Context: an optimization exercise on an open-source flow, tuned for small area. The choices shown serve that exercise and are no tape-out recipe. In this exercise RTL edits were held to simulation tests only and were not proved equivalent to the original. Power and IR drop assume default switching activity. The clock port is modelled as an ideal driver; clocking choices that lean on that would not hold on a real chip.

== job 101 ==
// csr_regfile_hs
module csr_regfile_hs #(
   parameter int unsigned              DATA_WIDTH  = 32,
   parameter int unsigned              ADDR_WIDTH  = 6,
   parameter int unsigned              DEPTH       = 48,
   parameter logic [DATA_WIDTH-1:0]    RESET_VALUE = 32'h5A5A_0F0F
) (
   input  logic                        clk,
   input  logic                        rst_n,
   input  logic [ADDR_WIDTH-1:0]       w_addr,
   input  logic [DATA_WIDTH-1:0]       wdata,
   input  logic [DATA_WIDTH/8-1:0]     wstrb,
   input  logic                        csr_write_enable,
   output logic                        w_err,
   input  logic [ADDR_WIDTH-1:0]       r_addr,
   input  logic                        csr_read_enable,
   output logic                        csr_read_ready,
   output logic [DATA_WIDTH-1:0]       rdata,
   output logic                        rvalid,
   input  logic                        rready,
   output logic                        r_err
);
==> flow/config.mk <==
export PLATFORM = sky130hd
export DESIGN_NAME = csr_regfile_hs
export DESIGN_NICKNAME = csr_regfile_hs
export VERILOG_FILES = /design/flow/design.v
export SDC_FILE = /design/flow/constraint.sdc
export NUM_CORES = 4
export LEC_CHECK = 0
export CAP_MARGIN = 20
export CORE_MARGIN = 2
export CORE_UTILIZATION = 65
export CTS_CLUSTER_DIAMETER = 100
export CTS_CLUSTER_SIZE = 30
export SETUP_SLACK_MARGIN = 0.2
export SLEW_MARGIN = 20
export SYNTH_HIERARCHICAL = 1
==> flow/constraint.sdc <==
create_clock -name core_clock -period 5.5 [get_ports {clk}]
set_input_delay 1.1000 -clock core_clock [delete_from_list [all_inputs] [get_ports {clk}]]
set_output_delay 1.1000 -clock core_clock [all_outputs]
set_load 0.01 [all_outputs]
standard.sh (not shown) runs the stock make flow with config.mk's settings and CLKGATE_MAP_FILE= SYNTH_SCRIPT=/design/flow/synth_recipe.tcl, a recipe that flattens the netlist after the stock synthesis.
==> flow/flow/run.sh <==
#!/bin/bash
# The standard layout (standard.sh) with a few extra ORFS settings:
#  - port buffers use the smallest buffer cell,
#  - CTS inserts no dummy loads,
#  - before global placement, cells synthesized at size _0 get the same-area size _1
#    (more drive, so placement's repair needs fewer buffers).
# make's full output goes to flow.log; each ORFS step logs under orfs/logs/.
set -euo pipefail
export BUFFER_PORTS_ARGS="-buffer_cell sky130_fd_sc_hd__buf_1"
export CTS_ARGS="-sink_clustering_enable -repair_clock_nets -sink_clustering_size 30 -sink_clustering_max_diameter 100 -dont_use_dummy_load"
export PRE_GLOBAL_PLACE_TCL="$PWD/flow/swap0.tcl"
bash standard.sh > flow.log 2>&1
==> flow/flow/swap0.tcl <==
# Give every cell that has a "_0" size the "_1" size of the same area (and larger drive).
set n 0
foreach inst [[ord::get_db_block] getInsts] {
  set m [[$inst getMaster] getName]
  if {[regexp {^sky130_fd_sc_hd__(o21ai|a21boi|and2|or2|o311ai)_0$} $m -> base]} {
    set new [[ord::get_db] findMaster sky130_fd_sc_hd__${base}_1]
    if {$new ne "NULL" && $new ne ""} { $inst swapMaster $new; incr n }
  }
}
puts "swap0: resized $n cells from _0 to _1"
--- input diff job 101..job 102 ---
- CORE_UTILIZATION: 65 -> 60
Results
- On power drawn by the clock network, job 102 and job 101 are neck and neck.
- Relative to job 101, fmax decreased by about 4.4% in job 102.
- Worst setup slack before clock tree synthesis is lower on job 102
- Cmp job 102 vs job 101: initial core utilization lower in job 102
- Source of the critical timing path = r_addr[3]: job 101; source of the critical timing path = r_addr[5]: job 102
- Job 102 did not stop at any stage, and its layout met the timing, DRC and antenna checks.
- The area of combinational cells with multiple inputs was comparable across job 102 and job 101.
- Summary of job 102 over job 101: clock power share held, fraction of area in clock buffers and inverters barely changed, number of nets in the layout increased 1.7%, final clock period utilization by the worst path shows an increase of 3.3 points.
The following lists how job 103 was set up differently from job 102:
- swapping 60 for 70 in CORE_UTILIZATION
--- outcome ---
- Diff job 102..job 103 | total of endpoints with negative setup slack in the final report | unchanged
- Job 103: global routing met3 resource utilization 9.5 points above job 102
- Detailed-routing wirelength on met1 (higher): job 102
- Of job 102 and job 103, the run reporting the lower first-pass GRT wire length was job 103.
- Compared with job 102, job 103 ends up with less cell area.

========
csr_regfile_hs, a different RTL version from the one above (not shown whole).
Size: ~2700 cells after synthesis, roughly 1600 flip-flops, about 89 I/O pins, roughly 0.056 sq mm of cells after synthesis.
==> flow/config.mk <==
export PLATFORM = sky130hd
export DESIGN_NAME = csr_regfile_hs
export DESIGN_NICKNAME = csr_regfile_hs
export VERILOG_FILES = /design/flow/design.v
export SDC_FILE = /design/flow/constraint.sdc
export NUM_CORES = 4
export LEC_CHECK = 0
export CAP_MARGIN = 10
export CORE_MARGIN = 2
export CORE_UTILIZATION = 60
export CTS_CLUSTER_DIAMETER = 100
export CTS_CLUSTER_SIZE = 30
export SETUP_SLACK_MARGIN = 0.2
export SLEW_MARGIN = 10
export SYNTH_HIERARCHICAL = 1
==> flow/constraint.sdc <==
create_clock -name core_clock -period 5.5 [get_ports {clk}]
set_input_delay 1.1000 -clock core_clock [delete_from_list [all_inputs] [get_ports {clk}]]
set_output_delay 1.1000 -clock core_clock [all_outputs]
set_load 0.01 [all_outputs]
run.sh (not shown) runs the stock make flow with config.mk's settings and CLKGATE_MAP_FILE= SYNTH_SCRIPT=/design/flow/synth_recipe.tcl, a recipe that flattens the netlist after the stock synthesis.
Stock flow here: none of the scripts above is used.
The starting point ran to the end with no violations.
Then changed:
==> flow/flow/run.sh (new file) <==
#!/bin/bash
# The standard layout (standard.sh) with three extra ORFS settings:
#  - port buffers use the smallest buffer cell,
#  - CTS inserts no dummy loads,
#  - after global routing, non-critical cells are downsized (RECOVER_POWER).
# make's full output goes to flow.log; each ORFS step logs under orfs/logs/.
set -euo pipefail
export BUFFER_PORTS_ARGS="-buffer_cell sky130_fd_sc_hd__buf_1"
export CTS_ARGS="-sink_clustering_enable -repair_clock_nets -sink_clustering_size 30 -sink_clustering_max_diameter 100 -dont_use_dummy_load"
export RECOVER_POWER=100
bash standard.sh > flow.log 2>&1
==> flow/standard.sh (new file) <==
#!/bin/bash
# synth_recipe.tcl (not shown) runs the flow's synth.tcl, then flattens the netlist and writes it again
# the make line also repeats each setting of config.mk as NAME=value (left out here)
make -C /OpenROAD-flow-scripts/flow DESIGN_CONFIG=/design/flow/config.mk WORK_HOME=/design/flow/orfs CLKGATE_MAP_FILE= SYNTH_SCRIPT=/design/flow/synth_recipe.tcl "${@:-finish}"
removed: flow/run.sh
Outcome: This time the run produced a layout that fails on max-capacitance violations, max-slew violations. Synthesized area is unchanged. Clock power came out lower by 4.8%. Final area came out lower by 2.6%. Setup slack degrades by 0.59 ns. Sequential power hardly moves. Clock skew rose by 0.0044 ns. Global-route usage drops by 0.21 points. Combinational power went down by about 10%. Core utilization shrinks by 1.7 points.
Then changed:
==> flow/flow/run.sh (replaced) <==
#!/bin/bash
# The standard layout (standard.sh) with a few extra ORFS settings:
#  - port buffers use the smallest buffer cell,
#  - CTS inserts no dummy loads,
#  - before global placement, cells synthesized at size _0 get the same-area size _1
#    (more drive, so placement's repair needs fewer buffers).
# make's full output goes to flow.log; each ORFS step logs under orfs/logs/.
set -euo pipefail
export BUFFER_PORTS_ARGS="-buffer_cell sky130_fd_sc_hd__buf_1"
export CTS_ARGS="-sink_clustering_enable -repair_clock_nets -sink_clustering_size 30 -sink_clustering_max_diameter 100 -dont_use_dummy_load"
export PRE_GLOBAL_PLACE_TCL="$PWD/flow/swap0.tcl"
bash standard.sh > flow.log 2>&1
==> flow/flow/swap0.tcl (new file) <==
# Give every cell that has a "_0" size the "_1" size of the same area (and larger drive).
set n 0
foreach inst [[ord::get_db_block] getInsts] {
  set m [[$inst getMaster] getName]
  if {[regexp {^sky130_fd_sc_hd__(o21ai|a21boi|and2|or2|o311ai)_0$} $m -> base]} {
    set new [[ord::get_db] findMaster sky130_fd_sc_hd__${base}_1]
    if {$new ne "NULL" && $new ne ""} { $inst swapMaster $new; incr n }
  }
}
puts "swap0: resized $n cells from _0 to _1"
- CAP_MARGIN: 10 -> 20
- SLEW_MARGIN: 10 -> 20
=>
- The new run went through all stages and came out clean
- core utilization is lower by 0.58 points
- die area does not change
- routed wire length is lower slightly

-- static timing again, ports no longer ideal --
No port has a modelled driver above. Below, the same layouts with a new extraction and two added sets of constraints. Step 1 (the two cells are an assumption about what drives the block):
set clk [get_ports {clk}]
set_driving_cell -lib_cell sky130_fd_sc_hd__clkbuf_16 $clk
set_driving_cell -lib_cell sky130_fd_sc_hd__buf_2 [delete_from_list [all_inputs] $clk]
Step 2 adds t to the input delays and takes it off the output delays; t is the mean of the earliest and latest rising clock arrival at the registers after step 1. Input paths then give back, and output paths get back, about the clock's delay inside the block. Slacks: ideal / step 1 / step 2; pairs: ideal / step 1.
run | t (ns) | setup WS [ns] | slew at the worst register clock pin (ns)
job 101 | 0.750 | 1.533 / 1.521 / 0.771 | 0.12 / 0.12
job 102 | 0.754 | 1.350 / 1.380 / 0.625 | 0.12 / 0.12
job 103 | 0.766 | 1.508 / 1.479 / 0.713 | 0.12 / 0.12
the first run of note 2 | 0.792 | 1.183 / 1.146 / 0.354 | 0.12 / 0.12
the second run of note 2 | 0.750 | 0.590 / 0.627 / -0.123 | 0.12 / 0.12
the third run of note 2 | 0.758 | 1.331 / 1.264 / 0.506 | 0.12 / 0.12
For the first run of note 2, which loses most, drivers alone change the setup slack by -0.037 ns; drivers and shift together by -0.829 ns.
